From an optimization exercise on the open Yosys and OpenROAD flow, aimed at small area, a short achievable clock period and few clock cycles per item; shortcuts taken in it are not production practice.
Power figures rest on the tool's default switching activity, not on a simulated workload.

==> 01-20 <==
Design guide_offtarget_hamming_scan_unit, start of the top module:
module guide_offtarget_hamming_scan_unit
#(
    parameter int HIT_MM_MAX  = 4,
    parameter int COUNT_WIDTH = 16
) (
    input  logic                 i_clk,
    input  logic                 i_rst_n,
    input  logic                 push,
    output logic                 full,
    input  logic [WORD_W-1:0]    i_entry_word,
    input  logic                 i_last_entry,
    output logic                 empty,
    input  logic                 pop,
    output logic                 o_kind,
    output logic [ID_W-1:0]      o_entry_id,
    output logic [MM_W-1:0]      o_mismatches,
    output logic [ID_W-1:0]      o_bin_count,
    output logic                 o_list_complete,
    output logic                 o_last,
    input  logic                 i_cfg_valid,
    output logic                 o_cfg_ready,
    input  logic [CFG_IDX_W-1:0] i_cfg_index,
    input  logic [WORD_W-1:0]    i_cfg_data
);
    localparam int CW    = COUNT_WIDTH;
    localparam int NB    = HIT_MM_MAX + 1;    
    localparam int DEPTH = 4;                 
    logic [WORD_W-1:0] r_query;
    logic [LEN_W-1:0]  r_len;
    logic [LIST_W-1:0] r_limit;
    logic [61:0]       r_rc;         
    logic              r_rdy;        
    logic [LEN_W-1:0]  r_k;          
    logic              r_qf;         
    logic [1:0]        w_qpair;
    logic w_wr_q, w_wr_len, w_wr_lim, w_rebuild, w_rc_step;
    assign w_wr_q    = i_cfg_valid && r_rdy && (i_cfg_index == 2'd0);
    assign w_wr_len  = i_cfg_valid && r_rdy && (i_cfg_index == 2'd1);
    assign w_wr_lim  = i_cfg_valid && r_rdy && (i_cfg_index == 2'd2);
    assign w_rebuild = w_wr_q || w_wr_len;
    assign w_rc_step = !r_rdy && (r_k != r_len);
    assign o_cfg_ready = r_rdy;
    always_ff @(posedge i_clk) begin
        if (!i_rst_n) begin
            r_query <= '0;
            r_len   <= LEN_W'(20);
            r_limit <= LIST_W'(2000);
        end else begin
            if (w_wr_q)   r_query <= i_cfg_data;
            if (w_wr_len) r_len   <= i_cfg_data[LEN_W-1:0];
            if (w_wr_lim) r_limit <= i_cfg_data[LIST_W-1:0];
        end
    end
    always_ff @(posedge i_clk) begin
        if (!i_rst_n || w_rebuild) begin
            r_rdy <= 1'b0;
            r_k   <= '0;
  ...
export LEC_CHECK = 0
export ABC_AREA = 1
export CAP_MARGIN = 20
export CORE_MARGIN = 2
export CORE_UTILIZATION = 30
export CTS_CLUSTER_DIAMETER = 60
export CTS_CLUSTER_SIZE = 25
export SETUP_SLACK_MARGIN = 3.85
export SLEW_MARGIN = 20
create_clock -name core_clock -period 6.0 [get_ports {i_clk}]
standard.sh (not shown) runs the stock make flow with config.mk's settings and CLKGATE_MAP_FILE= SYNTH_SCRIPT=/design/flow/synth_recipe.tcl, a recipe that flattens the netlist after the stock synthesis.
==> flow/flow/run.sh <==
#!/bin/bash
# The standard layout (standard.sh, unchanged synthesis and steps); the only
# difference is that the port buffers are built from buf_1 cells instead of the
# resizer's default pick, clkdlybuf4s50_1. Every port still gets its buffer and
# repair_timing still resizes them where timing needs it.
set -uo pipefail
bash standard.sh BUFFER_PORTS_ARGS="-buffer_cell sky130_fd_sc_hd__buf_1" finish > standard.log 2>&1
rc=$?
# per-step tool logs of the run, kept with the grade
cp -r orfs/logs/sky130hd/guide_offtarget_hamming_scan_unit/base tool_logs 2>/dev/null
exit $rc
==> 08-25 (differences from 01-20) <==
--- a/flow/design.v
+++ b/flow/design.v
@@ -68,35 +68,53 @@
     logic [LIST_W-1:0] r_limit;
     logic [61:0]       r_rc;         
     logic              r_rdy;        
     logic [LEN_W-1:0]  r_k;          
     logic              r_qf;         
+    logic [3:0]        r_lp0;        
+    logic [7:0]        r_lp1;        
+    logic              r_step;       
+    logic              w_step_nx;
     logic [1:0]        w_qpair;
     logic w_wr_q, w_wr_len, w_wr_lim, w_rebuild, w_rc_step;
     assign w_wr_q    = i_cfg_valid && r_rdy && (i_cfg_index == 2'd0);
     assign w_wr_len  = i_cfg_valid && r_rdy && (i_cfg_index == 2'd1);
     assign w_wr_lim  = i_cfg_valid && r_rdy && (i_cfg_index == 2'd2);
     assign w_rebuild = w_wr_q || w_wr_len;
-    assign w_rc_step = !r_rdy && (r_k != r_len);
+    assign w_rc_step = r_step;
     assign o_cfg_ready = r_rdy;
     always_ff @(posedge i_clk) begin
         if (!i_rst_n) begin
             r_query <= '0;
             r_len   <= LEN_W'(20);
             r_limit <= LIST_W'(2000);
+            r_lp0   <= 4'b0001;
+            r_lp1   <= 8'b0010_0000;
         end else begin
+            if (w_wr_len) begin
+                r_lp0 <= 4'b0001 << i_cfg_data[1:0];
+                r_lp1 <= 8'b0000_0001 << i_cfg_data[4:2];
+            end
             if (w_wr_q)   r_query <= i_cfg_data;
             if (w_wr_len) r_len   <= i_cfg_data[LEN_W-1:0];
             if (w_wr_lim) r_limit <= i_cfg_data[LIST_W-1:0];
         end
     end
+    always_comb begin
+        if (!i_rst_n)       w_step_nx = 1'b1;                         
+        else if (w_wr_len)  w_step_nx = (i_cfg_data[LEN_W-1:0] != '0);
+        else if (w_wr_q)    w_step_nx = (r_len != '0);
+        else if (r_step)    w_step_nx = (r_k + LEN_W'(1) != r_len);
+        else                w_step_nx = 1'b0;
+    end
     always_ff @(posedge i_clk) begin
+        r_step <= w_step_nx;
         if (!i_rst_n || w_rebuild) begin
             r_rdy <= 1'b0;
             r_k   <= '0;
         end else if (!r_rdy) begin
-            if (r_k == r_len) begin
+            if (!r_step) begin
                 r_rdy <= 1'b1;
             end else begin
                 r_k <= r_k + LEN_W'(1);
             end
         end
@@ -115,11 +133,11 @@
     logic [62:0] w_dq;
     logic [61:0] w_dr;
     logic        w_opp;
     logic [31:0] w_mm;
     always_comb begin
-        for (int p = 0; p < 32; p++) w_flag[p] = (r_len == LEN_W'(p));
+        for (int p = 0; p < 32; p++) w_flag[p] = r_lp0[p % 4] & r_lp1[p / 4];
         for (int p = 0; p < 31; p++) w_low[p]  = (r_len >  LEN_W'(p));
         w_dq  = r_query ^ i_entry_word;
         w_dr  = r_rc ^ i_entry_word[61:0];
         w_opp = 1'b0;
         for (int p = 0; p < 32; p++) w_opp = w_opp | (w_flag[p] & i_entry_word[2*p]);
@@ -228,11 +246,11 @@
             r_full  <= 1'b1;
         end else begin
             r_v1    <= w_acc;
             r_v2    <= r_v1;
             r_q_cnt <= w_rd ? w_cnt1 : w_cnt0;
-            r_full  <= w_rebuild || (!r_rdy && w_rc_step) || (w_rd ? w_full1 : w_full0);
+            r_full  <= w_rebuild || w_step_nx || r_step || (w_rd ? w_full1 : w_full0);
         end
     end
     function automatic logic [4:0] oh5(input logic [2:0] b);
         oh5 = 5'b00001 << b;
     endfunction
@@ -350,18 +368,11 @@
         end else if (w_out_free) begin
             r_empty <= !(w_hit_beat || w_emit_h);
         end
     end
     always_ff @(posedge i_clk) begin
-        if (!i_rst_n) begin
-            r_o_kind <= 1'b0;
-            r_o_id   <= '0;
-            r_o_mm   <= '0;
-            r_o_cnt  <= '0;
-            r_o_cpl  <= 1'b0;
-            r_o_last <= 1'b0;
-        end else if (w_out_free) begin
+        if (w_out_free) begin
             r_o_kind <= r_dump;
             r_o_id   <= r_dump ? '0 : (r_pend ? CW'(r_pid) : r_id);
             r_o_mm   <= r_dump ? {r_s_oh[4], r_s_oh[3] | r_s_oh[2], r_s_oh[3] | r_s_oh[1]}
                       : (r_pend ? r_pbin : h_bin);
             r_o_cnt  <= r_dump ? w_bsel : '0;
- CTS_CLUSTER_DIAMETER: 60 -> not set
- CTS_CLUSTER_SIZE: 25 -> not set
- SETUP_SLACK_MARGIN: 3.85 -> 3.75
==> qor summary <==
| metric | 08-25 | 01-20 |
|---|---|---|
| Result of the run | timing/DRC/antenna clean | timing/DRC/antenna clean |
| Proportion of power drawn by flip-flops and latches | 40.1% | 37.3% |
| Instance count of the mapped netlist | 2841 | 2876 |
| Slew HR | 52.20% | 53.95% |
| Worst setup margin | 3.671 ns | 3.502 ns |
| Clock Network Area Fraction | 5.748% | 4.658% |
| Data required, critical path | 4.80 ns | 6.47 ns |
| Count of state elements after synthesis | 400 | 387 |
| Share of cells above drive strength 1 | 13.87% | 20.95% |
| Post-synthesis sequential area ratio | 43.60% | 41.61% |
| Diodes inserted | 0 | 3 |
| Total area of multi-input combinational cells | 10800 µm² | 11720 µm² |
| Share of the synthesized area in compound gates (AO/OA/AOI/OAI) | 15.21% | 13.09% |
| RePlAce Congestion | 0.8653 | 0.9234 |
| Number of buffers inserted during clock tree synthesis | 45 | 36 |
Function was not checked in any run of this note: the RTL went through the layout flow alone.

-- afterwards: timing with drivers on the ports --
In the flow no input, the clock included, has a driving cell. The finished layouts below were timed again as built, in two steps.
Step 1 assumes that a clkbuf_16 drives the clock port and a buf_2 every other input.
Step 2, shift: input delay + t, output delay - t, t = (earliest + latest rising clock arrival at the registers) / 2. This alone moves slack from input paths to output paths.
Three values: ideal ports, drivers, drivers and shift; two values: the first two.
run | t, ns | slack for setup (ns) | hold WS [ns] | clock arrival spread, ns | cell pins on the clock port's net
01-20 | 0.625 | 3.502 / 3.502 / 2.932 | 0.341 / 0.341 / 0.341 | 0.060 / 0.060 | 1
08-25 | 0.633 | 3.671 / 3.617 / 3.088 | 0.326 / 0.326 / 0.326 | 0.032 / 0.032 | 1
After both steps setup and hold are still met in every run listed. For 08-25, which loses most, drivers alone change the setup slack by -0.054 ns; drivers and shift together by -0.583 ns.
